What follows belongs to an exercise in optimizing a design on an open flow for small area; a production flow would make more cautious choices. Function was checked by simulation only, so behaviour that the tests miss may differ from the original. No activity file was given, so power comes from the tool's default toggle rates. The flow treats the clock pin as an ideal source, which a real chip does not have.

### flow/config.mk
export PLATFORM = sky130hd
export DESIGN_NAME = daq_top
export DESIGN_NICKNAME = daq_top
export VERILOG_FILES = /design/flow/design.v
export SDC_FILE = /design/flow/constraint.sdc
export NUM_CORES = 4
export LEC_CHECK = 0
export CAP_MARGIN = 20
export CORE_MARGIN = 2
export CORE_UTILIZATION = 70
export SLEW_MARGIN = 20
export SYNTH_HIERARCHICAL = 1
### flow/constraint.sdc
create_clock -name core_clock -period 10.0 [get_ports {AD_CLK_40M}]
set_input_delay 2.0000 -clock core_clock [delete_from_list [all_inputs] [get_ports {AD_CLK_40M}]]
set_output_delay 2.0000 -clock core_clock [all_outputs]
set_load 0.01 [all_outputs]
### flow/design.v
package daq_pkg;
	localparam int DATA_W     = 16;	 
	localparam int ADDR_W     = 9;	 
	localparam int N_CH       = 4;	 
	localparam int FIFO_DEPTH = 16;	 
	localparam int PERIOD_W   = 32;	 
	localparam logic [DATA_W-1:0] VERSION_WORD = 16'h1000;
	localparam int CONVST_CYC = 2;	 
	localparam int RD_CYC     = 2;	 
	localparam logic [ADDR_W-1:0] ADDR_VERSION    = 9'h000;
	localparam logic [ADDR_W-1:0] ADDR_SAMPLE_DIV = 9'h002;
	localparam logic [ADDR_W-1:0] ADDR_PHASE_L    = 9'h00A;
	localparam logic [ADDR_W-1:0] ADDR_PHASE_H    = 9'h00C;
	localparam logic [ADDR_W-1:0] ADDR_CTRL       = 9'h00E;
	localparam logic [ADDR_W-1:0] ADDR_STATUS     = 9'h014;
	localparam logic [ADDR_W-1:0] ADDR_CH_BASE    = 9'h016;	 
	typedef logic [DATA_W-1:0]   data_t;
	typedef logic [PERIOD_W-1:0] period_t;
	typedef struct packed {
		logic              cs;
		logic              we;
		logic              rd;
		logic [ADDR_W-1:0] addr;
		data_t             wdata;
	} mcu_req_t;
	typedef struct packed {
		data_t [N_CH-1:0] ch;
	} sample_set_t;
	typedef struct packed {
		logic [DATA_W-3:0] rsvd;
		logic              fifo_clr;	 
		logic              enable;	 
	} ctrl_fields_t;
	typedef union packed {
		data_t        raw;
		ctrl_fields_t f;
	} ctrl_word_u;
endpackage
`timescale 1ns/1ns
module aoi222 (
	input  logic a1, a2, b1, b2, c1, c2,
	output logic y
);
	assign y = ~(a1 & a2 | b1 & b2 | c1 & c2);
endmodule
module aoi22 (
	input  logic a1, a2, b1, b2,
	output logic y
);
	assign y = ~(a1 & a2 | b1 & b2);
endmodule
module word_andor #(
	parameter int N = 68,
	parameter int G = (N + 2) / 3	 
) (
	input  logic [N-1:0]      sel_i,
	input  logic [16*N-1:0]   data_i,
	output logic [16*G-1:0]   word_n_o	 
);
	for (genvar b = 0; b < 16; b++) begin : g_bit
		for (genvar g = 0; g < G; g++) begin : g_gate
			if (3 * g + 2 < N) begin : g_3
				aoi222 u_aoi (
					.a1 (sel_i[3 * g]),     .a2 (data_i[16 * (3 * g) + b]),
					.b1 (sel_i[3 * g + 1]), .b2 (data_i[16 * (3 * g + 1) + b]),
					.c1 (sel_i[3 * g + 2]), .c2 (data_i[16 * (3 * g + 2) + b]),
					.y  (word_n_o[16 * g + b])
				);
			end else if (3 * g + 1 < N) begin : g_2
				aoi22 u_aoi (
					.a1 (sel_i[3 * g]),     .a2 (data_i[16 * (3 * g) + b]),
					.b1 (sel_i[3 * g + 1]), .b2 (data_i[16 * (3 * g + 1) + b]),
					.y  (word_n_o[16 * g + b])
				);
			end else begin : g_1
				assign word_n_o[16 * g + b] = ~(sel_i[3 * g] & data_i[16 * (3 * g) + b]);
			end
		end
	end
endmodule
module and2s (
	input  logic a, b,
	output logic y
);
	assign y = a & b;
endmodule
`timescale 1ns/1ns
module daq_top (
	input  logic                         AD_CLK_40M,
	input  logic                         arst_n_i,
	input  logic                         mcu_cs_n_i,
	input  logic                         mcu_we_n_i,
	input  logic                         mcu_rd_n_i,
	input  logic [daq_pkg::ADDR_W-1:0]   mcu_addr_i,
	input  daq_pkg::data_t               mcu_wdata_i,
	input  daq_pkg::data_t               adc_db_i,
	input  logic                         adc_busy_i,
	input  logic                         phase_i,
	output daq_pkg::data_t               mcu_rdata_o,
	output logic                         mcu_rvalid_o,
	output logic                         adc_convst_o,
	output logic                         adc_cs_n_o,
	output logic                         adc_rd_n_o
);
	localparam int N_CH = 4;
	logic wr_hit, rd_hit;
	assign wr_hit = ~mcu_cs_n_i & ~mcu_we_n_i;
	assign rd_hit = ~mcu_cs_n_i & ~mcu_rd_n_i;
	logic [15:0] sd_q;
	logic [15:0] ctrl_q;
	logic        enable, fifo_clr;
	always_ff @(posedge AD_CLK_40M or negedge arst_n_i) begin
		if (!arst_n_i) begin
			sd_q   <= '0;
			ctrl_q <= '0;
		end else begin
			if (wr_hit && mcu_addr_i == daq_pkg::ADDR_SAMPLE_DIV)
				sd_q <= mcu_wdata_i;
			if (wr_hit && mcu_addr_i == daq_pkg::ADDR_CTRL)
				ctrl_q <= mcu_wdata_i;
			else
				ctrl_q[1] <= 1'b0;	 
		end
	end
	assign enable   = ctrl_q[0];
	assign fifo_clr = ctrl_q[1];
	logic        ph_meta, ph_sync, ph_dly;
	logic        seen_edge, period_valid;
	logic        phase_edge;
	logic [31:0] pcnt_q;
	logic [31:0] period_q;	 
	always_ff @(posedge AD_CLK_40M or negedge arst_n_i) begin
		if (!arst_n_i) begin
			ph_meta      <= 1'b0;
			ph_sync      <= 1'b0;
			ph_dly       <= 1'b0;
			seen_edge    <= 1'b0;
			period_valid <= 1'b0;
		end else begin
			ph_meta <= phase_i;
			ph_sync <= ph_meta;
			ph_dly  <= ph_sync;
			if (phase_edge) begin
				seen_edge <= 1'b1;
				if (seen_edge)
					period_valid <= 1'b1;
			end
		end
	end
	assign phase_edge = ph_sync & ~ph_dly;
	always_ff @(posedge AD_CLK_40M) begin
		pcnt_q <= phase_edge ? 32'd1 : pcnt_q + 32'd1;
		if (phase_edge && seen_edge)
			period_q <= pcnt_q;
	end
	logic [15:0] scnt_q;
	logic        conv_valid, conv_ready;
	logic        run, advance, wrap;
	assign run     = enable & period_valid;
	assign advance = run & (~conv_valid | conv_ready);
	assign wrap    = scnt_q == sd_q;
	always_ff @(posedge AD_CLK_40M) begin
		if (phase_edge || !run)
			scnt_q <= '0;
		else if (advance)
			scnt_q <= wrap ? '0 : scnt_q + 16'd1;
	end
	always_ff @(posedge AD_CLK_40M or negedge arst_n_i) begin
		if (!arst_n_i)
			conv_valid <= 1'b0;
		else if (advance && wrap && !phase_edge)
			conv_valid <= 1'b1;
		else if (conv_valid && conv_ready)
			conv_valid <= 1'b0;
	end
	typedef enum logic [2:0] {
		S_IDLE,
		S_CONVST,
		S_WAIT_BH,
		S_WAIT_BL,
		S_READ
	} state_t;
	state_t      state_q;
	logic [1:0]  rcnt_q;
	logic [1:0]  ch_q;
	logic        sample_valid;
	logic        rd_low, rd_last;
	logic [15:0] stg_q [0:N_CH-1];	 
	assign rd_low  = (state_q == S_READ) && !rcnt_q[1];
	assign rd_last = (state_q == S_READ) && (rcnt_q == 2'd1);
	assign conv_ready   = state_q == S_IDLE;
	assign adc_convst_o = state_q != S_CONVST;
	assign adc_cs_n_o   = ~rd_low;
	assign adc_rd_n_o   = ~rd_low;
	always_ff @(posedge AD_CLK_40M or negedge arst_n_i) begin
		if (!arst_n_i) begin
			state_q      <= S_IDLE;
			rcnt_q       <= '0;
			ch_q         <= '0;
			sample_valid <= 1'b0;
		end else begin
			sample_valid <= 1'b0;
			case (state_q)
				S_IDLE: begin
					rcnt_q <= '0;
					if (conv_valid)
						state_q <= S_CONVST;
				end
				S_CONVST: begin
					rcnt_q <= rcnt_q + 2'd1;
					if (rcnt_q == 2'd1)
						state_q <= S_WAIT_BH;
				end
				S_WAIT_BH: begin
					if (adc_busy_i)
						state_q <= S_WAIT_BL;
				end
				S_WAIT_BL: begin
					ch_q   <= '0;
					rcnt_q <= '0;
					if (!adc_busy_i)
						state_q <= S_READ;
				end
				S_READ: begin
					if (rd_last && ch_q == 2'd3) begin
						state_q      <= S_IDLE;
						sample_valid <= 1'b1;
					end else if (rcnt_q == 2'd2) begin
						rcnt_q <= '0;
						ch_q   <= ch_q + 2'd1;
					end else begin
						rcnt_q <= rcnt_q + 2'd1;
					end
				end
				default: state_q <= S_IDLE;
			endcase
		end
	end
	always_ff @(posedge AD_CLK_40M) begin
		if (rd_last)
			stg_q[ch_q] <= adc_db_i;
	end
	localparam logic [63:0] INS_MASK = {
		16'b0000_0000_0000_0001,	 
		16'b0000_0001_0000_0001,	 
		16'b0000_0001_0000_0001,	 
		16'b0000_0100_0010_0001	 
	};
	logic [N_CH-1:0] fifo_ne, fifo_ovf;
	logic [17*N_CH+3:0]    fifo_sel;	 
	logic [16*(17*N_CH+4)-1:0] fifo_data;
	localparam int RD_G = (17 * N_CH + 4 + 2) / 3;
	logic [16*RD_G-1:0]    fifo_word_n;
	logic [15:0]           fifo_word;
	for (genvar k = 0; k < N_CH; k++) begin : g_fifo
		logic [255:0]      ring_q;	 
		logic [4:0]        cnt_q;
		logic [3:0]        hp_q;	 
		logic              ovf_q;
		logic              pend_q;	 
		logic              full, ne, pop, push, act;
		logic [3:0]        tgt;
		logic [15:0]       ins;
		logic              sel, byp;
		assign full = cnt_q[4];
		assign ne   = cnt_q != 5'd0;
		assign pop  = rd_hit && sel;
		assign push = sample_valid && !full && !fifo_clr;
		assign act  = push | pend_q;
		assign tgt  = hp_q + cnt_q[3:0] - 4'(pend_q);
		for (genvar p = 0; p < 16; p++) begin : g_ins
			if (INS_MASK[16 * k + p])
				assign ins[p] = act && tgt == 4'((p + 15) % 16);
			else
				assign ins[p] = 1'b0;
		end
		always_ff @(posedge AD_CLK_40M or negedge arst_n_i) begin
			if (!arst_n_i) begin
				cnt_q  <= '0;
				hp_q   <= '0;
				ovf_q  <= 1'b0;
				pend_q <= 1'b0;
			end else begin
				hp_q <= hp_q + 4'd1 + 4'(pop);
				if (fifo_clr) begin
					cnt_q  <= '0;
					ovf_q  <= 1'b0;
					pend_q <= 1'b0;
				end else begin
					cnt_q  <= cnt_q + 5'(push) - 5'(pop);
					pend_q <= act && ins == '0;
					if (sample_valid && full)
						ovf_q <= 1'b1;
				end
			end
		end
		always_ff @(posedge AD_CLK_40M) begin
			for (int p = 0; p < 16; p++)
				ring_q[16 * p +: 16] <= ins[p] ? stg_q[k] : ring_q[16 * ((p + 15) % 16) +: 16];
		end
		assign sel = mcu_addr_i == 9'(daq_pkg::ADDR_CH_BASE + 2 * k) && ne;
		assign byp = pend_q && cnt_q == 5'd1;
		logic [3:0] hp_lo, hp_hi;
		for (genvar j = 0; j < 4; j++) begin : g_pre
			assign hp_lo[j] = hp_q[1:0] == 2'(j);
			assign hp_hi[j] = hp_q[3:2] == 2'(j) && sel && !byp;
		end
		for (genvar p = 0; p < 16; p++) begin : g_sel
			and2s u_sel (.a (hp_hi[p / 4]), .b (hp_lo[p % 4]), .y (fifo_sel[17 * k + p]));
			assign fifo_data[16 * (17 * k + p) +: 16] = ring_q[16 * p +: 16];
		end
		assign fifo_sel[17 * k + 16]             = sel && byp;
		assign fifo_data[16 * (17 * k + 16) +: 16] = stg_q[k];
		assign fifo_ne[k]  = ne;
		assign fifo_ovf[k] = ovf_q;
	end
	assign fifo_sel[17 * N_CH]     = mcu_addr_i == daq_pkg::ADDR_SAMPLE_DIV;
	assign fifo_sel[17 * N_CH + 1] = mcu_addr_i == daq_pkg::ADDR_PHASE_L && period_valid;
	assign fifo_sel[17 * N_CH + 2] = mcu_addr_i == daq_pkg::ADDR_PHASE_H && period_valid;
	assign fifo_sel[17 * N_CH + 3] = mcu_addr_i == daq_pkg::ADDR_CTRL;
	assign fifo_data[16 * (17 * N_CH) +: 64] = {ctrl_q, period_q, sd_q};
	word_andor #(.N(17 * N_CH + 4)) u_fifo_rd (
		.sel_i  (fifo_sel),
		.data_i (fifo_data),
		.word_n_o (fifo_word_n)
	);
	always_comb begin
		fifo_word = '0;
		for (int g = 0; g < RD_G; g++)
			fifo_word = fifo_word | ~fifo_word_n[16 * g +: 16];
	end
	logic [15:0] rd_word;
	always_comb begin
		case (mcu_addr_i)
			daq_pkg::ADDR_VERSION:    rd_word = daq_pkg::VERSION_WORD;
			daq_pkg::ADDR_STATUS:     rd_word = {7'd0, ~period_valid, fifo_ovf, fifo_ne};
			default:                  rd_word = '0;
		endcase
		rd_word = rd_word | fifo_word;
	end
	always_ff @(posedge AD_CLK_40M or negedge arst_n_i) begin
		if (!arst_n_i)
			mcu_rvalid_o <= 1'b0;
		else
			mcu_rvalid_o <= rd_hit;
	end
	always_ff @(posedge AD_CLK_40M) begin
		mcu_rdata_o <= rd_word;
	end
endmodule
### flow/flow/run.sh
#!/bin/bash
# The standard layout with three changes:
#  - after the standard synthesis, its combinational logic is mapped again
#    with an area-oriented ABC script (flow/area.abc); every flip-flop keeps
#    its instance, name and cell, and so do the a222oi/and2 read-select
#    cells the RTL builds;
#  - a leaner clock tree (no dummy loads, larger sink clusters);
#  - single-drive port buffers.
# Logs: synth_make.log, resynth.log, flow_make.log here, and ORFS's own in
# orfs/logs/.
set -euo pipefail
export CTS_ARGS="-sink_clustering_enable -repair_clock_nets -dont_use_dummy_load -sink_clustering_size 30 -sink_clustering_max_diameter 80"
export BUFFER_PORTS_ARGS="-buffer_cell sky130_fd_sc_hd__buf_1"

bash standard.sh synth > synth_make.log 2>&1

R=orfs/results/${FLOW_PLATFORM}/daq_top/base
P=${FLOW_HOME}/platforms/${FLOW_PLATFORM}
LIB=${P}/lib/sky130_fd_sc_hd__tt_025C_1v80.lib
cp ${R}/1_2_yosys.v standard_netlist.v
DONT_USE=$(sed -n '/DONT_USE_CELLS += /,/^#/p' ${P}/config.mk | grep -o "sky130_fd_sc_hd__[a-z0-9_]*" | sed 's/^/-dont_use /' | tr '\n' ' ')
cat > resynth.ys <<EOS
read_liberty -ignore_miss_func ${LIB}
blackbox sky130_fd_sc_hd__df* sky130_fd_sc_hd__edf* sky130_fd_sc_hd__sdf* sky130_fd_sc_hd__dl* sky130_fd_sc_hd__a222oi_1 sky130_fd_sc_hd__and2_1 sky130_fd_sc_hd__conb_1
read_verilog standard_netlist.v
hierarchy -top ${FLOW_TOP}
flatten
opt -full
abc -script $(pwd)/flow/area.abc -liberty ${LIB} ${DONT_USE}
opt_clean -purge
hilomap -singleton -hicell sky130_fd_sc_hd__conb_1 HI -locell sky130_fd_sc_hd__conb_1 LO
insbuf -buf sky130_fd_sc_hd__buf_4 A X
check
stat -liberty ${LIB}
write_verilog -noattr -nohex -nodec resynth_netlist.v
EOS
yosys -l resynth.log resynth.ys > /dev/null 2>&1
cp resynth_netlist.v ${R}/1_2_yosys.v
rm -f ${R}/1_synth.odb ${R}/1_synth.sdc

bash standard.sh > flow_make.log 2>&1
### flow/flow/area.abc
strash
dch -f
map -a
&get -n
&st
&dc2
&dch -f
&nf -R 1000 -p -a
&put
### flow/standard.sh
#!/bin/bash
# synth_recipe.tcl (not shown) runs the flow's synth.tcl, then flattens the netlist and writes it again
# the make line also repeats each setting of config.mk as NAME=value (left out here)
make -C /OpenROAD-flow-scripts/flow DESIGN_CONFIG=/design/flow/config.mk WORK_HOME=/design/flow/orfs CLKGATE_MAP_FILE= SYNTH_SCRIPT=/design/flow/synth_recipe.tcl "${@:-finish}"
==> metrics.csv, run 1 <==
stage;metric;value;unit
sta;fin_ws;4360;ps
clock_network;holdBufCountCts;0;
sta;period_needed;5640;ps
layout;fillers;3361;
place;dp_hpwl;82000;um
route;vias;24700;
place;portBuffers;67;
clock_network;clk_latency;670;ps
grt;antenna_found_initial;11;
power_and_ir_drop;ir_worst_vdd;0.163;mV
die;dieArea;54500;sq um
critical_path;worst-path-max-fanout;16;
layout;nets;2745;
clock_network;clock-sinks;1275;
sta;rsz0062_at_grt;no;
grt;grt_overflow;0;
route;drt_iter0_drc;5156;
sta;tightest_slew;1160;ps
worst_hold_path;whs_path_depth;0;
critical_path;required;10470;ps
layout;area_growth;6.91;%
route;vias_per_cell;7.28;
logic_synthesis;syn_area_per_cell;14.4;sq um
sta;hold_ws;328;ps
sta;setup_violations;0;
route;drc;0;
sta;maxSlewViolCount;0;
logic_synthesis;syn_nets;2611;
route;wl_per_cell;33.3;um
sta;clock_skew;58.8;ps
logic_synthesis;yosys_warnings;7;
critical_path;end_kind;flop;
logic_synthesis;synth_cells;2563;
route;firstDrtPassIters;8;
worst_hold_path;hold_class;flop to flop;
grt;grt_pass1_vias;23600;
sta;slew_headroom;0.221;
place;post-place-ws;3910;ps
die;core-area;52300;sq um
layout;seq_area;26900;sq um
route;wl;113000;um
die;die_h;234;um
critical_path;worst_setup_path_start_kind;input pin;
clock_network;clockBufferDepth;3;
route;antenna_left;0;
clock_network;postCtsResizedCells;0;
grt;grt_usage;0.413;
die;die_w;234;um
outcome;status;complete, no violations;
grt;grt_max_degree;68;
sta;setup_tns;0;ps
power_and_ir_drop;p_leak;14.9;nW
critical_path;rr_worst_depth;11;
clock_network;cts_buffers;48;
clock_network;path_clk_slew;110;ps
clock_network;cts_setup_buffers;0;
layout;multiInputGateArea;9970;sq um
clock_network;cts_tree;built;
logic_synthesis;synth_area;36900;sq um
die;start_util;0.705;
power_and_ir_drop;powerDensity;207;nW/um^2
layout;drive_gt1_frac;0.0308;
sta;finalCritPeriodShare;0.564;
critical_path;crit_arrival;6110;ps
place;routabilityCongestion;0.999;
die;io_pins;68;
critical_path;critPathKind;input pin to flop;
clock_network;cts-root-buf;clkbuf_16;
sta;clock.fmax;177;MHz
die;rows;84;
run;maxCapViolations;0;
clock_network;cts-htree-levels;2;
sta;hold_viol_final;0;
grt;grt_pass1_wl;161000;um
[final timing paths]
| path | start | end | slack, ps |
|---|---|---|---|
| min reg2reg | g_fifo[3].ring_q[164] | g_fifo[3].ring_q[180] | 330 |
| max in group asynchronous | arst_n_i | ph_meta | 7500 |
| min | g_fifo[3].ring_q[164] | g_fifo[3].ring_q[180] | 330 |
| max reg2reg | g_fifo[2].cnt_q[2] | mcu_rdata_o[3] | 4870 |
| max | mcu_addr_i[8] | mcu_rdata_o[3] | 4360 |
| min in group asynchronous | arst_n_i | g_fifo[1].hp_q[1] | 1280 |
[cells in the final DEF (no fill, tap or decap), types with 4 or more instances in the layout]
| cell type | instances |
|---|---|
| and3b_1 | 4 |
| xor2_1 | 33 |
| or2_0 | 5 |
| nand3_1 | 17 |
| nor3_1 | 51 |
| nor2_1 | 85 |
| nand2_1 | 57 |
| nor2b_1 | 27 |
| a211oi_1 | 4 |
| nor2_2 | 4 |
| edfxtp_1 | 96 |
| diode_2 | 7 |
| or4_1 | 5 |
| dfrtp_1 | 91 |
| o21bai_1 | 5 |
| buf_1 | 66 |
| and2_1 | 70 |
| nor4_1 | 24 |
| o211ai_1 | 4 |
| dfxtp_1 | 1088 |
| buf_4 | 16 |
| a21oi_1 | 53 |
| nand2b_1 | 8 |
| nor3b_1 | 14 |
| a222oi_1 | 384 |
| o21ai_0 | 40 |
| a21o_1 | 4 |
| clkbuf_16 | 48 |
| clkinv_1 | 14 |
| xnor2_1 | 29 |
| and2_0 | 15 |
| a31oi_1 | 8 |
| nand4_1 | 100 |
| mux2_1 | 158 |
| and3_1 | 25 |
| nor3_2 | 5 |
[area by class of cell]
cell class                 instances  area share
multi-input combinational       1273       0.253
sequential                      1275       0.683
tap                              688      0.0218
inverter                          14     0.00133
antenna                            7    0.000444
clock buffer                      48      0.0305
timing repair buffer              85     0.00993
[per-stage QoR]
stage / power (W) / util / instances / instance area, sq um
final: 0.00816 / 0.753 / 3390 / 39400
after global routing: 0.00837 / 0.753 / 3383 / 39400
after CTS: 0.00814 / 0.753 / 3382 / 39400
after detailed placement: 0.00594 / 0.730 / 3334 / 38200
after global placement: 0.00590 / 0.729 / 3333 / 38200
after floorplan: 0.00575 / - / 2563 / 36900
[power by group]
part	leakage, nW	internal, W	total (W)	switching, W
registers	10.8	0.00523	0.00540	0.000171
logic	3.46	0.000185	0.000441	0.000256
clock network	0.592	0.000867	0.00232	0.00146
total	14.9	0.00628	0.00816	0.00188
[layer usage]
layer	share of wire	up-vias	GRT usage
li1	-	10500	-
met1	0.37	12200	0.542
met2	0.45	1747	0.637
met3	0.12	315	0.0887
met4	0.066	4	0.242
met5	0.00021	-	0
[sequential cells by signal, summed over array words and instances, names as in the netlist, 2 cells and up]
signal and cells:
rcnt_q 2, period_q 32, sd_q 16, ch_q 2
g_fifo.hp_q 16, g_fifo.cnt_q 20, scnt_q 16, pcnt_q 32
g_fifo.ring_q 1024, ctrl_q 16, stg_q 64, g_fifo.pend_q 4
state_q 3, mcu_rdata_o 16, g_fifo.ovf_q 4
[worst max-delay path: stages]
cell      delay [ps]
buf_1            100
nor2_1            60
nand2_1          190
nor2_1           110
nand2_1          110
or2_0            220
a21oi_1          220
and3_1           290
and2_1           480
a222oi_1         600
nand4_1          140
or4_1            550
nor3_1           790
o21ai_0          230
==> run 2, diff against run 1 <==
--- a/flow/design.v
+++ b/flow/design.v
@@ -84,6 +84,26 @@
 );
 	assign y = a & b;
 endmodule
+module ao22 (
+	input  logic a1, a2, b1, b2,
+	output logic y
+);
+	assign y = a1 & a2 | b1 & b2;
+endmodule
+module hold_mux #(
+	parameter int W = 16
+) (
+	input  logic         en,
+	input  logic [W-1:0] d,
+	input  logic [W-1:0] q,
+	output logic [W-1:0] y
+);
+	logic en_n;
+	assign en_n = ~en;
+	for (genvar b = 0; b < W; b++) begin : g_b
+		ao22 u_mux (.a1 (en), .a2 (d[b]), .b1 (en_n), .b2 (q[b]), .y (y[b]));
+	end
+endmodule
 `timescale 1ns/1ns
 module daq_top (
 	input  logic                         AD_CLK_40M,
@@ -106,20 +126,27 @@
 	logic wr_hit, rd_hit;
 	assign wr_hit = ~mcu_cs_n_i & ~mcu_we_n_i;
 	assign rd_hit = ~mcu_cs_n_i & ~mcu_rd_n_i;
-	logic [15:0] sd_q;
-	logic [15:0] ctrl_q;
+	logic [15:0] sd_q, sd_d;
+	logic [15:0] ctrl_q, ctrl_d;
+	logic        sd_hit, ctrl_hit;
 	logic        enable, fifo_clr;
+	assign sd_hit   = wr_hit && mcu_addr_i == daq_pkg::ADDR_SAMPLE_DIV;
+	assign ctrl_hit = wr_hit && mcu_addr_i == daq_pkg::ADDR_CTRL;
+	hold_mux #(.W(16)) u_sd_d (.en (sd_hit), .d (mcu_wdata_i), .q (sd_q), .y (sd_d));
+	hold_mux #(.W(15)) u_ctrl_d (
+		.en (ctrl_hit),
+		.d  ({mcu_wdata_i[15:2], mcu_wdata_i[0]}),
+		.q  ({ctrl_q[15:2], ctrl_q[0]}),
+		.y  ({ctrl_d[15:2], ctrl_d[0]})
+	);
+	assign ctrl_d[1] = ctrl_hit & mcu_wdata_i[1];	 
 	always_ff @(posedge AD_CLK_40M or negedge arst_n_i) begin
 		if (!arst_n_i) begin
 			sd_q   <= '0;
 			ctrl_q <= '0;
 		end else begin
-			if (wr_hit && mcu_addr_i == daq_pkg::ADDR_SAMPLE_DIV)
-				sd_q <= mcu_wdata_i;
-			if (wr_hit && mcu_addr_i == daq_pkg::ADDR_CTRL)
-				ctrl_q <= mcu_wdata_i;
-			else
-				ctrl_q[1] <= 1'b0;	 
+			sd_q   <= sd_d;
+			ctrl_q <= ctrl_d;
 		end
 	end
 	assign enable   = ctrl_q[0];
@@ -148,10 +175,11 @@
 		end
 	end
 	assign phase_edge = ph_sync & ~ph_dly;
+	logic [31:0] period_d;
+	hold_mux #(.W(32)) u_period_d (.en (phase_edge & seen_edge), .d (pcnt_q), .q (period_q), .y (period_d));
 	always_ff @(posedge AD_CLK_40M) begin
-		pcnt_q <= phase_edge ? 32'd1 : pcnt_q + 32'd1;
-		if (phase_edge && seen_edge)
-			period_q <= pcnt_q;
+		pcnt_q   <= phase_edge ? 32'd1 : pcnt_q + 32'd1;
+		period_q <= period_d;
 	end
 	logic [15:0] scnt_q;
 	logic        conv_valid, conv_ready;
@@ -236,9 +264,12 @@
 			endcase
 		end
 	end
-	always_ff @(posedge AD_CLK_40M) begin
-		if (rd_last)
-			stg_q[ch_q] <= adc_db_i;
+	for (genvar k = 0; k < N_CH; k++) begin : g_stg
+		logic [15:0] stg_d;
+		hold_mux #(.W(16)) u_stg_d (.en (rd_last && ch_q == 2'(k)), .d (adc_db_i), .q (stg_q[k]), .y (stg_d));
+		always_ff @(posedge AD_CLK_40M) begin
+			stg_q[k] <= stg_d;
+		end
 	end
 	localparam logic [63:0] INS_MASK = {
 		16'b0000_0000_0000_0001,	 
@@ -294,9 +325,24 @@
 				end
 			end
 		end
+		logic [255:0] ring_d;
+		for (genvar p = 0; p < 16; p++) begin : g_ring
+			if (INS_MASK[16 * k + p]) begin : g_pt
+				logic ins_n;
+				assign ins_n = ~ins[p];
+				for (genvar b = 0; b < 16; b++) begin : g_b
+					ao22 u_ins (
+						.a1 (ins[p]), .a2 (stg_q[k][b]),
+						.b1 (ins_n),  .b2 (ring_q[16 * ((p + 15) % 16) + b]),
+						.y  (ring_d[16 * p + b])
+					);
+				end
+			end else begin : g_sh
+				assign ring_d[16 * p +: 16] = ring_q[16 * ((p + 15) % 16) +: 16];
+			end
+		end
 		always_ff @(posedge AD_CLK_40M) begin
-			for (int p = 0; p < 16; p++)
-				ring_q[16 * p +: 16] <= ins[p] ? stg_q[k] : ring_q[16 * ((p + 15) % 16) +: 16];
+			ring_q <= ring_d;
 		end
 		assign sel = mcu_addr_i == 9'(daq_pkg::ADDR_CH_BASE + 2 * k) && ne;
 		assign byp = pend_q && cnt_q == 5'd1;
--- a/flow/flow/run.sh
+++ b/flow/flow/run.sh
@@ -21,7 +21,7 @@
 DONT_USE=$(sed -n '/DONT_USE_CELLS += /,/^#/p' ${P}/config.mk | grep -o "sky130_fd_sc_hd__[a-z0-9_]*" | sed 's/^/-dont_use /' | tr '\n' ' ')
 cat > resynth.ys <<EOS
 read_liberty -ignore_miss_func ${LIB}
-blackbox sky130_fd_sc_hd__df* sky130_fd_sc_hd__edf* sky130_fd_sc_hd__sdf* sky130_fd_sc_hd__dl* sky130_fd_sc_hd__a222oi_1 sky130_fd_sc_hd__and2_1 sky130_fd_sc_hd__conb_1
+blackbox sky130_fd_sc_hd__df* sky130_fd_sc_hd__edf* sky130_fd_sc_hd__sdf* sky130_fd_sc_hd__dl* sky130_fd_sc_hd__a222oi_1 sky130_fd_sc_hd__and2_1 sky130_fd_sc_hd__a22o_1 sky130_fd_sc_hd__conb_1
 read_verilog standard_netlist.v
 hierarchy -top ${FLOW_TOP}
 flatten
@@ -35,7 +35,29 @@
 write_verilog -noattr -nohex -nodec resynth_netlist.v
 EOS
 yosys -l resynth.log resynth.ys > /dev/null 2>&1
-cp resynth_netlist.v ${R}/1_2_yosys.v
+
+# prove the new netlist equal to the standard one, flip-flop by flip-flop;
+# keep the standard netlist if the proof fails
+cat > equiv.ys <<EOS
+read_liberty -ignore_miss_func ${LIB}
+read_verilog standard_netlist.v
+rename ${FLOW_TOP} gold
+read_verilog resynth_netlist.v
+rename ${FLOW_TOP} gate
+flatten
+opt_clean
+async2sync
+equiv_make gold gate equiv
+hierarchy -top equiv
+equiv_simple -seq 2
+equiv_induct
+equiv_status -assert
+EOS
+if yosys -l equiv.log equiv.ys > /dev/null 2>&1; then
+  cp resynth_netlist.v ${R}/1_2_yosys.v
+else
+  echo "equivalence proof failed; keeping the standard netlist" >> equiv.log
+fi
 rm -f ${R}/1_synth.odb ${R}/1_synth.sdc
 
 bash standard.sh > flow_make.log 2>&1
==> metrics.csv, run 2 <==
stage;metric;value;unit;change
outcome;status;complete, no violations;;unchanged
clock_network;path_clk_slew;110;ps;about the same
place;post-place-ws;4330;ps;was 3910 ps
die;rows;83;;was 84
critical_path;worst-path-max-fanout;16;;unchanged
die;die_w;232;um;was 234 um
place;dp_hpwl;88000;um;was 82000 um
clock_network;cts-htree-levels;2;;unchanged
critical_path;required;10520;ps;was 10470 ps
layout;largest_reg_flops;1024;;unchanged
layout;final_area;39000;sq um;was 39400 sq um
layout;finalNonFillerCells;3497;;was 3390
layout;nets;2862;;was 2745
power_and_ir_drop;ir_worst_vdd;0.166;mV;was 0.163 mV
clock_network;cts_setup_buffers;0;;unchanged
grt;grt_pass1_wl;171000;um;was 161000 um
sta;slew_headroom;0.164;;was 0.221
place;routabilityCongestion;1.04;;was 0.999
critical_path;worst_setup_path_start_kind;input pin;;unchanged
power_and_ir_drop;p_leak;14.7;nW;was 14.9 nW
die;start_util;0.710;;was 0.705
place;portBuffers;67;;unchanged
worst_hold_path;hold_class;flop to flop;;unchanged
grt;grt_pass1_vias;24800;;was 23600
layout;regMostFlops;g_fifo.ring_q;;unchanged
die;die_h;232;um;was 234 um
layout;final_util;0.759;;was 0.753
layout;reg_top3;g_fifo.ring_q x1024, stg_q x64;;unchanged
route;vias_per_cell;7.57;;was 7.28
power_and_ir_drop;sw_frac_of_total;0.239;;was 0.231
layout;area_growth;6.88;%;was 6.91%
power_and_ir_drop;p_int;0.00626;W;was 0.00628 W
grt;grt_overflow;0;;unchanged
layout;drive_gt1_frac;0.0267;;was 0.0308
logic_synthesis;synth_area;36500;sq um;was 36900 sq um
grt;grt_max_degree;76;;was 68
sta;setup_tns;0;ps;unchanged
route;drc;0;;unchanged
clock_network;cts_tree;built;;unchanged
logic_synthesis;syn_nets;2726;;was 2611
route;firstDrtPassIters;9;;was 8
route;antenna_left;0;;unchanged
place;dpl-instance-area;37700;sq um;was 38200 sq um
place;post-place-cells;3438;;was 3334
power_and_ir_drop;switchingPower;0.00197;W;was 0.00188 W
sta;tightest_slew;1250;ps;was 1160 ps
power_and_ir_drop;comb_power_share;0.062;;was 0.054
clock_network;clockBufferDepth;3;;unchanged
grt;grt_usage;0.444;;was 0.413
sta;maxSlewViolCount;0;;unchanged
die;dieArea;54000;sq um;was 54500 sq um
route;vias;26500;;was 24700
run;maxCapViolations;0;;unchanged
logic_synthesis;syn_area_per_cell;13.6;sq um;was 14.4 sq um
die;core-area;51400;sq um;was 52300 sq um
sta;fin_ws;4660;ps;was 4360 ps
power_and_ir_drop;powerDensity;211;nW/um^2;was 207 nW/um^2
layout;layout_common_cells;dfxtp_1, a222oi_1, a22o_1;;was dfxtp_1, a222oi_1, mux2_1
route;wl_per_cell;34.5;um;was 33.3 um
die;io_pins;68;;unchanged
route;drt_iter0_drc;6411;;was 5156
sta;rsz0062_at_grt;no;;unchanged
critical_path;crit_arrival;5860;ps;was 6110 ps
sta;period_needed;5340;ps;was 5640 ps
grt;antenna_found_initial;12;;was 11
sta;hold_viol_final;0;;unchanged
clock_network;cts_buffers;49;;was 48
clock_network;holdBufCountCts;0;;unchanged
layout;layout_commonest_cell;dfxtp_1;;unchanged
sta;clock.fmax;187;MHz;was 177 MHz
power_and_ir_drop;seqPwrFrac;0.652;;was 0.661
logic_synthesis;yosys_warnings;9;;was 7
sta;setup_violations;0;;unchanged
clock_network;clock-sinks;1275;;unchanged
critical_path;critPathKind;input pin to flop;;unchanged
logic_synthesis;synth_cells;2678;;was 2563
critical_path;end_kind;flop;;unchanged
clock_network;postCtsResizedCells;0;;unchanged
sta;finalCritPeriodShare;0.534;;was 0.564
sta;clock_skew;80.3;ps;was 58.8 ps
power_and_ir_drop;clkPwrFrac;0.286;;was 0.285
clock_network;clk_latency;670;ps;about the same
route;wl;121000;um;was 113000 um
clock_network;cts-root-buf;clkbuf_16;;unchanged
==> run 2: layout make-up <==
cell class,count,area (sq um)
antenna,5,12.5
tap,680,851
sequential,1275,26000
clock buffer,49,1230
multi-input combinational,1379,10500
inverter,23,86.3
timing repair buffer,86,393
fill,3189,12400
==> run 2: per-stage QoR <==
step	hold WS [ps]	total power (W)
5_1_grt	300	0.00845
2_1_floorplan	330	0.00575
3_5_place_dp	335	0.00597
4_1_cts	306	0.00819
3_3_place_gp	332	0.00593
6_report	309	0.00823
==> run 2: final timing paths <==
kind | depth (start not counted) | startpoint | end | slack [ps]
min in group asynchronous | 1 | arst_n_i | seen_edge | 1250
worst min-delay path | 0 | g_fifo[3].ring_q[68] | g_fifo[3].ring_q[84] | 310
worst min register to register | 0 | g_fifo[3].ring_q[68] | g_fifo[3].ring_q[84] | 310
worst max register to register | 10 | g_fifo[2].cnt_q[1] | mcu_rdata_o[0] | 5000
worst max-delay path | 12 | mcu_addr_i[6] | mcu_rdata_o[0] | 4660
max in group asynchronous | 2 | arst_n_i | g_fifo[3].cnt_q[3] | 7490
==> run 2: power by group through the flow <==
stage               clock (W)  sequential [W]  combinational (W)
CTS                   0.00233         0.00535           0.000499
global placement            0         0.00546           0.000466
detailed placement          0         0.00547           0.000496
global route          0.00251         0.00537           0.000564
floorplan                   0         0.00538           0.000365
finish                0.00235         0.00536           0.000513
==> run 2: layer usage <==
metal / part of all wire / track usage
met4: 0.067 / 0.248
met1: 0.36 / 0.595
met2: 0.42 / 0.644
met5: 0.00031 / 0
met3: 0.15 / 0.135
==> run 2: worst max-delay path: stages <==
cell and delay, ps:
buf_1 80, nor3_1 310, nand3_1 240, nor3b_1 650, nor2b_1 580, nor3b_1 380
and2_1 620, a222oi_1 300, nand4_1 300, or4_1 190, nor3_1 100, o21ai_0 90
==> run 3, diff against run 2 <==
--- a/flow/design.v
+++ b/flow/design.v
@@ -278,9 +278,9 @@
 		16'b0000_0100_0010_0001	 
 	};
 	logic [N_CH-1:0] fifo_ne, fifo_ovf;
-	logic [17*N_CH+3:0]    fifo_sel;	 
-	logic [16*(17*N_CH+4)-1:0] fifo_data;
-	localparam int RD_G = (17 * N_CH + 4 + 2) / 3;
+	logic [16*N_CH+3:0]    fifo_sel;	 
+	logic [16*(16*N_CH+4)-1:0] fifo_data;
+	localparam int RD_G = (16 * N_CH + 4 + 2) / 3;
 	logic [16*RD_G-1:0]    fifo_word_n;
 	logic [15:0]           fifo_word;
 	for (genvar k = 0; k < N_CH; k++) begin : g_fifo
@@ -292,16 +292,19 @@
 		logic              full, ne, pop, push, act;
 		logic [3:0]        tgt;
 		logic [15:0]       ins;
-		logic              sel, byp;
+		logic              sel, realign;
 		assign full = cnt_q[4];
 		assign ne   = cnt_q != 5'd0;
 		assign pop  = rd_hit && sel;
 		assign push = sample_valid && !full && !fifo_clr;
 		assign act  = push | pend_q;
 		assign tgt  = hp_q + cnt_q[3:0] - 4'(pend_q);
+		assign realign = push && (cnt_q == 5'd0 || cnt_q == 5'd1 && pop) || pend_q && pop && cnt_q == 5'd2;
 		for (genvar p = 0; p < 16; p++) begin : g_ins
-			if (INS_MASK[16 * k + p])
-				assign ins[p] = act && tgt == 4'((p + 15) % 16);
+			if (p == 0)
+				assign ins[p] = realign || act && tgt == 4'd15;
+			else if (INS_MASK[16 * k + p])
+				assign ins[p] = act && tgt == 4'(p - 1);
 			else
 				assign ins[p] = 1'b0;
 		end
@@ -312,7 +315,7 @@
 				ovf_q  <= 1'b0;
 				pend_q <= 1'b0;
 			end else begin
-				hp_q <= hp_q + 4'd1 + 4'(pop);
+				hp_q <= realign ? 4'd0 : hp_q + 4'd1 + 4'(pop);
 				if (fifo_clr) begin
 					cnt_q  <= '0;
 					ovf_q  <= 1'b0;
@@ -345,27 +348,24 @@
 			ring_q <= ring_d;
 		end
 		assign sel = mcu_addr_i == 9'(daq_pkg::ADDR_CH_BASE + 2 * k) && ne;
-		assign byp = pend_q && cnt_q == 5'd1;
 		logic [3:0] hp_lo, hp_hi;
 		for (genvar j = 0; j < 4; j++) begin : g_pre
 			assign hp_lo[j] = hp_q[1:0] == 2'(j);
-			assign hp_hi[j] = hp_q[3:2] == 2'(j) && sel && !byp;
+			assign hp_hi[j] = hp_q[3:2] == 2'(j) && sel;
 		end
 		for (genvar p = 0; p < 16; p++) begin : g_sel
-			and2s u_sel (.a (hp_hi[p / 4]), .b (hp_lo[p % 4]), .y (fifo_sel[17 * k + p]));
-			assign fifo_data[16 * (17 * k + p) +: 16] = ring_q[16 * p +: 16];
+			and2s u_sel (.a (hp_hi[p / 4]), .b (hp_lo[p % 4]), .y (fifo_sel[16 * k + p]));
+			assign fifo_data[16 * (16 * k + p) +: 16] = ring_q[16 * p +: 16];
 		end
-		assign fifo_sel[17 * k + 16]             = sel && byp;
-		assign fifo_data[16 * (17 * k + 16) +: 16] = stg_q[k];
 		assign fifo_ne[k]  = ne;
 		assign fifo_ovf[k] = ovf_q;
 	end
-	assign fifo_sel[17 * N_CH]     = mcu_addr_i == daq_pkg::ADDR_SAMPLE_DIV;
-	assign fifo_sel[17 * N_CH + 1] = mcu_addr_i == daq_pkg::ADDR_PHASE_L && period_valid;
-	assign fifo_sel[17 * N_CH + 2] = mcu_addr_i == daq_pkg::ADDR_PHASE_H && period_valid;
-	assign fifo_sel[17 * N_CH + 3] = mcu_addr_i == daq_pkg::ADDR_CTRL;
-	assign fifo_data[16 * (17 * N_CH) +: 64] = {ctrl_q, period_q, sd_q};
-	word_andor #(.N(17 * N_CH + 4)) u_fifo_rd (
+	assign fifo_sel[16 * N_CH]     = mcu_addr_i == daq_pkg::ADDR_SAMPLE_DIV;
+	assign fifo_sel[16 * N_CH + 1] = mcu_addr_i == daq_pkg::ADDR_PHASE_L && period_valid;
+	assign fifo_sel[16 * N_CH + 2] = mcu_addr_i == daq_pkg::ADDR_PHASE_H && period_valid;
+	assign fifo_sel[16 * N_CH + 3] = mcu_addr_i == daq_pkg::ADDR_CTRL;
+	assign fifo_data[16 * (16 * N_CH) +: 64] = {ctrl_q, period_q, sd_q};
+	word_andor #(.N(16 * N_CH + 4)) u_fifo_rd (
 		.sel_i  (fifo_sel),
 		.data_i (fifo_data),
 		.word_n_o (fifo_word_n)
==> metrics.csv, run 3 <==
stage;metric;value;unit;change
sta;hold_viol_final;0;;unchanged
route;vias;26000;;was 26500
logic_synthesis;yosys_warnings;9;;unchanged
sta;clock.fmax;163;MHz;was 187 MHz
place;dp_hpwl;82600;um;was 88000 um
logic_synthesis;synth_area;36400;sq um;was 36500 sq um
grt;grt_pass1_wl;164000;um;was 171000 um
grt;grt_pass1_vias;24600;;was 24800
power_and_ir_drop;sw_frac_of_total;0.231;;was 0.239
sta;clock_skew;68.9;ps;was 80.3 ps
route;wl_per_cell;32.7;um;was 34.5 um
die;core-area;51300;sq um;was 51400 sq um
power_and_ir_drop;total_power;0.00811;W;was 0.00823 W
clock_network;path_clk_slew;110;ps;about the same
grt;antenna_found_initial;3;;was 12
sta;rsz0062_at_grt;no;;unchanged
grt;grt_max_degree;61;;was 76
logic_synthesis;synth_cells;2671;;was 2678
grt;grt_usage;0.419;;was 0.444
sta;period_needed;6130;ps;was 5340 ps
die;die_h;232;um;about the same
route;drc;0;;unchanged
layout;largest_reg_flops;1024;;unchanged
route;drt_iter0_drc;5390;;was 6411
critical_path;critPathKind;input pin to flop;;unchanged
power_and_ir_drop;p_int;0.00624;W;was 0.00626 W
route;vias_per_cell;7.45;;was 7.57
route;firstDrtPassIters;13;;was 9
layout;reg_top3;g_fifo.ring_q x1024, stg_q x64;;unchanged
worst_hold_path;whs_path_depth;0;;unchanged
critical_path;crit_slowest_cell;a222oi_1;;was nor3b_1
worst_hold_path;hold_class;flop to flop;;unchanged
layout;final_area;38900;sq um;was 39000 sq um
clock_network;postCtsResizedCells;0;;unchanged
sta;fin_ws;3870;ps;was 4660 ps
critical_path;worst-path-max-fanout;16;;unchanged
power_and_ir_drop;comb_power_share;0.056;;was 0.062
die;start_util;0.709;;was 0.710
clock_network;clock-sinks;1275;;unchanged
sta;finalCritPeriodShare;0.613;;was 0.534
clock_network;cts_buffers;48;;was 49
place;post-place-cells;3441;;was 3438
route;antenna_left;0;;unchanged
sta;setup_tns;0;ps;unchanged
place;dpl-instance-area;37700;sq um;about the same
sta;tightest_slew;1290;ps;was 1250 ps
clock_network;cts_setup_buffers;0;;unchanged
die;die_w;232;um;about the same
die;dieArea;53800;sq um;was 54000 sq um
place;routabilityCongestion;1.00;;was 1.04
layout;regMostFlops;g_fifo.ring_q;;unchanged
grt;grt_overflow;0;;unchanged
critical_path;worst_setup_path_start_kind;input pin;;unchanged
sta;maxSlewViolCount;0;;unchanged
outcome;status;complete, no violations;;unchanged
logic_synthesis;syn_nets;2719;;was 2726
layout;area_growth;6.93;%;was 6.88%
layout;nets;2860;;was 2862
power_and_ir_drop;p_leak;14.5;nW;was 14.7 nW
layout;finalNonFillerCells;3494;;was 3497
place;portBuffers;67;;unchanged
layout;fillers;3270;;was 3189
sta;slew_headroom;0.133;;was 0.164
clock_network;clk_latency;660;ps;was 670 ps
sta;setup_violations;0;;unchanged
critical_path;crit_arrival;6610;ps;was 5860 ps
critical_path;cp_slowest_stage_delay;1080;ps;was 650 ps
critical_path;end_kind;flop;;unchanged
clock_network;holdBufCountCts;0;;unchanged
power_and_ir_drop;clkPwrFrac;0.286;;about the same
clock_network;cts-root-buf;clkbuf_16;;unchanged
run;maxCapViolations;0;;unchanged
power_and_ir_drop;switchingPower;0.00187;W;was 0.00197 W
power_and_ir_drop;powerDensity;208;nW/um^2;was 211 nW/um^2
layout;layout_common_cells;dfxtp_1, a222oi_1, a22o_1;;unchanged
clock_network;clockBufferDepth;3;;unchanged
critical_path;path_cells;buf_1 -> nand2_1 -> a211oi_1 -> buf_4 -> nor3b_1 -> and2_1 -> a222oi_1 -> nand4_1 -> nor4_1 -> nand4_1 -> a21oi_1 -> nand2_1;;was buf_1 -> nor3_1 -> nand3_1 -> nor3b_1 -> nor2b_1 -> nor3b_1 -> and2_1 -> a222oi_1 -> nand4_1 -> or4_1 -> nor3_1 -> o21ai_0
power_and_ir_drop;seqPwrFrac;0.658;;was 0.652
critical_path;rr_worst_depth;11;;was 10
layout;layout_commonest_cell;dfxtp_1;;unchanged
logic_synthesis;syn_area_per_cell;13.6;sq um;about the same
die;rows;83;;unchanged
power_and_ir_drop;ir_worst_vdd;0.209;mV;was 0.166 mV
die;io_pins;68;;unchanged
route;wl;114000;um;was 121000 um
clock_network;cts-htree-levels;2;;unchanged
place;post-place-ws;3680;ps;was 4330 ps
clock_network;cts_tree;built;;unchanged
layout;drive_gt1_frac;0.0278;;was 0.0267
critical_path;required;10480;ps;was 10520 ps
## run 3: cell types whose count changed in the layout (fill, tap and decap cells not counted), sizes merged, moves of 9 or more
| cell | delta |
|---|---|
| a21oi | +19 |
| a221o | +9 |
| a222oi | -32 |
| and4 | +12 |
| nand3 | -12 |
| nand4 | -12 |
| nor2b | -19 |
| nor3 | +14 |
## run 3: per-layer routing
metal	vias to the layer above	global-route usage	wire [um]
met1	12800	0.573	43000
met3	318	0.116	15400
met4	0	0.247	7850
met5	-	0	0
met2	2002	0.596	47900
li1	10900	-	-
## run 3: final timing paths
path	from	slack (ps)	end
min in group asynchronous	arst_n_i	1350	sd_q[3]
worst min register to register	g_fifo[1].ring_q[204]	310	g_fifo[1].ring_q[220]
max in group asynchronous	arst_n_i	7500	g_fifo[2].cnt_q[3]
worst max register to register	g_fifo[0].cnt_q[1]	4540	mcu_rdata_o[5]
worst min-delay path	g_fifo[1].ring_q[204]	310	g_fifo[1].ring_q[220]
worst max-delay path	mcu_addr_i[4]	3870	mcu_rdata_o[5]
## run 3: stage by stage
stage | hold slack (ps) | utilization
after floorplan | 330 | -
after global placement | 331 | 0.734
after detailed placement | 335 | 0.735
after CTS | 315 | 0.758
after global routing | 318 | 0.758
final | 307 | 0.758
## run 3: layout make-up
class                      count  area [sq um]  share of cell area
timing repair buffer          92           443              0.0114
multi-input combinational   1366         10300               0.265
antenna                        4          10.0            0.000257
tap                          680           851              0.0219
sequential                  1275         26000               0.668
inverter                      29           109             0.00280
clock buffer                  48          1200              0.0309
## run 3: power groups by stage
stage | combinational [W] | clock [W] | sequential (W)
after floorplan | 0.000334 | 0 | 0.00538
after global placement | 0.000419 | 0 | 0.00544
after detailed placement | 0.000442 | 0 | 0.00544
after CTS | 0.000446 | 0.00231 | 0.00533
after global routing | 0.000500 | 0.00248 | 0.00535
final | 0.000455 | 0.00232 | 0.00533
## run 3: worst max-delay path, delay by kind of cell
| kind | cells | cell delay [ps] |
|---|---|---|
| buffers and inverters | 2 | 430 |
| AND/OR/NAND/NOR | 7 | 2540 |
| AO/OA/AOI/OAI | 3 | 1620 |

## afterwards: timing with drivers on the ports
The results above use ideal ports. As a check the final layouts listed here were re-extracted and re-timed, cells and wires unchanged. Step 1 sets driving cells, clkbuf_16 on the clock port and buf_2 on the other inputs (assumed; they add their load-dependent delay and slew). Step 2 moves the port delays by t, midway between the first and last clock arrival at a register: inputs arrive t later, outputs are due t later. That takes back most of the time a late clock gives input paths. Three values: ideal, step 1, step 2; two values: the first two.
run	t, ns	setup slack, ns	latest minus earliest clock arrival (ns)
run 1	0.704	4.361 / 4.403 / 3.699	0.060 / 0.060
run 2	0.698	4.659 / 4.699 / 4.002	0.081 / 0.081
run 3	0.686	3.870 / 3.912 / 3.225	0.069 / 0.069
After both steps every run listed still meets setup and hold. For run 1, which loses most, drivers alone change the setup slack by +0.042 ns; drivers and shift together by -0.662 ns.
